This is an optimization exercise on Yosys and OpenROAD, whose aim is small area, a short achievable clock period and few clock cycles, not a production implementation.
Only simulation tests tie the RTL to the original design; equivalence was not proved.
Power figures rest on the tool's default switching activity, not on a simulated workload.

## bankers_safe_grant
module bankers_safe_grant (
  input  logic                            clk_i,
  input  logic                            rst_ni,
  input  logic                            start,
  output logic                            busy,
  input  logic [68:0]                     in_i,
  output logic                            done_o,
  output logic [3:0]                      res_o,
  input  logic                            cfg_valid_i,
  output logic                            cfg_ready_o,
  input  logic [bsg_pkg::CFG_IDX_W-1:0]   cfg_index_i,
  input  logic [bsg_pkg::CFG_DATA_W-1:0]  cfg_data_i
);
Size in the first run: roughly 11,000 cells after synthesis, about 86 I/O pins, ~100,000 um2 of cells after synthesis.
Settings: LEC_CHECK=0, ABC_AREA=1, CAP_MARGIN=20, CORE_MARGIN=2, CORE_UTILIZATION=55, SETUP_SLACK_MARGIN=5, SLEW_MARGIN=20, TNS_END_PERCENT=5; clock period 11.0 ns.
run.sh (not shown) runs the stock make flow with config.mk's settings and CLKGATE_MAP_FILE= SYNTH_SCRIPT=/design/flow/synth_recipe.tcl, a recipe that flattens the netlist after the stock synthesis.
Testbench counts at the start, summed over its fixed seeds: cycles 11,988.
Change:
--- a/flow/design.v
+++ b/flow/design.v
@@ -161,14 +161,15 @@
   localparam int NR = bsg_pkg::RESOURCES;
   localparam int AW = bsg_pkg::AMOUNT_W;
   localparam int PW = bsg_pkg::PROC_W;
   logic        a_v_q;
   logic [68:0] a_q;
   logic [NP-1:0] asel_q;    
   logic            b_q;
+  logic            rb_q;      
   logic [NP-1:0]   bsel_q;    
   logic [AW-1:0]   breq_q  [NR];
   logic [AW-1:0]   work_q  [NR];
   logic [NR-1:0]   ov_q;
   logic [NP-1:0]   fit_q;
   logic [NP-1:0]   fin_q;
   logic [NP-1:0]   np_q;
@@ -197,16 +198,16 @@
   logic [NR-1:0] claim, short, fitp;
   logic [AW-1:0] work    [NR];
   logic [NR-1:0] ov;
   logic [NP-1:0] cmp     [NR];
   logic [2:0]    fail;
   logic [NP-1:0] fit, fin_base;
   logic          all_fin, none_fit, p_ok, pass, wr_req;
-  assign busy        = a_v_q && b_q;
-  assign issue       = a_v_q && !b_q;
+  assign busy        = a_v_q && (b_q || rb_q);
+  assign issue       = a_v_q && !b_q && !rb_q;
   assign cfg_ready_o = 1'b1;
   assign done_o      = done_q;
   assign res_o       = res_q;
   assign act      = a_q[68:67];
   assign p        = a_q[66:64];
   assign is_req   = act == bsg_pkg::ACT_REQUEST;
   assign ld_avail = act == bsg_pkg::ACT_LOAD_AVAIL;
@@ -230,22 +231,22 @@
       alloc_row[r] = '0;
       for (int i = 0; i < NP; i++) begin
         need_row[r]  = need_row[r]  | (need_q[i][r]  & {(AW+1){row_q[i] && vn_q[i][r]}});
         alloc_row[r] = alloc_row[r] | (alloc_q[i][r] & {AW{row_q[i] && va_q[i][r]}});
       end
     end
     assign avail_rd[r] = avail_q[r] & {AW{vv_q[r]}};
-    assign amt[r] = b_q ? breq_q[r] : a_q[63-16*r -: 16];
+    assign amt[r] = (rb_q || b_q) ? breq_q[r] : a_q[63-16*r -: 16];
     bsg_lane u_lane (
       .need_i      (need_row[r]),
       .alloc_i     (alloc_row[r]),
       .avail_i     (avail_rd[r]),
       .amt_i       (amt[r]),
       .req_amt_i   (a_q[63-16*r -: 16]),
-      .rb_i        (b_q),
+      .rb_i        (rb_q || b_q),
       .round_i     (b_q),
       .ld_max_i    (ld_max),
       .ld_alloc_i  (ld_alloc),
       .req_i       (is_req),
       .need_w_o    (need_w[r]),
       .alloc_w_o   (alloc_w[r]),
       .avail_w_o   (avail_w[r]),
@@ -277,19 +278,20 @@
     end
   end
   assign fin_base  = b_q ? fin_q : ~np_q;
   assign all_fin   = &(fin_base | fit);
   assign none_fit  = fit == '0 && !(b_q && fit_q != '0);
   assign p_ok      = |(np_q & asel_q);
   assign pass      = issue && is_req && p_ok && fail == bsg_pkg::ST_GRANTED;
-  assign wr_req    = (pass && (all_fin || !none_fit)) || (b_q && !all_fin && none_fit);
+  assign wr_req    = pass || rb_q || (b_q && !all_fin && none_fit);
   always_ff @(posedge clk_i or negedge rst_ni) begin
     if (!rst_ni) begin
       a_v_q  <= 1'b0;
       b_q    <= 1'b0;
+      rb_q   <= 1'b0;
       done_q <= 1'b0;
       res_q  <= '0;
       np_q   <= '1;
       nr_q   <= '1;
       vv_q   <= '0;
       for (int i = 0; i < NP; i++) begin
         va_q[i] <= '0;
@@ -330,14 +332,15 @@
         end else if (none_fit) begin
           done_q <= 1'b1;
           res_q  <= {1'b0, bsg_pkg::ST_UNSAFE};
         end
       end
       if (issue) b_q <= pass && !all_fin && !none_fit;
       else if (b_q) b_q <= !all_fin && !none_fit;
+      rb_q <= pass && !all_fin && none_fit;
       for (int r = 0; r < NR; r++) begin
         if ((issue && ld_avail) || (wr_req && nr_q[r]))
           vv_q[r] <= 1'b1;
         for (int i = 0; i < NP; i++) begin
           if (row_q[i]) begin
             if ((issue && ld_alloc) || (wr_req && nr_q[r]))
               va_q[i][r] <= 1'b1;
@@ -360,15 +363,15 @@
             need_q[i][r] <= need_w[r];
         end
       end
     end
     if (!busy) a_q <= in_i;
     asel_q <= asel_n;
     bsel_q <= bsel_n;
-    row_q  <= ((pass || b_q) && !all_fin && !none_fit) ? bsel_n : asel_n;
+    row_q  <= ((pass && !all_fin) || (b_q && !all_fin && !none_fit)) ? bsel_n : asel_n;
     if (issue) begin
       for (int r = 0; r < NR; r++) breq_q[r] <= a_q[63-16*r -: 16];
     end
     if (issue || b_q) begin
       fit_q <= fit;
       fin_q <= fin_base | fit;
       for (int r = 0; r < NR; r++) begin
Worst hold slack hardly moves. Sequential share of layout area is about the same. Total power went down slightly. Via count went up slightly. Clock skew went up by 10 ps. Maximum frequency went up slightly. Synthesized area went down slightly. Wire length went down slightly. Worst setup slack improves by 71 ps. Global-route usage went down by 0.85 points. Count of clock-buffer cells in the layout went up by 15.
Testbench counts after the change, summed over its fixed seeds: cycles 12,241.

[port drivers added, routing unchanged]
How much do the figures lean on ideal ports? The routed layouts below were timed once more, with nothing changed but the port constraints. Step 1, drivers: a clkbuf_16 drives clk_i and a buf_2 each remaining input, both assumed. Step 2 adds t to the input delays and takes it off the output delays; t is the mean of the earliest and latest rising clock arrival at the registers after step 1. Input paths then give back, and output paths get back, about the clock's delay inside the block. a / b / c = no drivers / after step 1 / after step 2; a / b = the first two.
| run | t, ns | setup slack, ns | latest minus earliest clock arrival (ns) | slew at the worst register clock pin (ns) | worst slew at a driven data input, ns |
|---|---|---|---|---|---|
| the first run | 0.929 | 5.038 / 5.038 / 5.038 | 0.029 / 0.030 | 0.07 / 0.07 | 0.25 |
| the second run | 0.914 | 5.109 / 5.109 / 5.109 | 0.039 / 0.040 | 0.07 / 0.07 | 0.09 |
After both steps setup and hold are still met in every run listed.
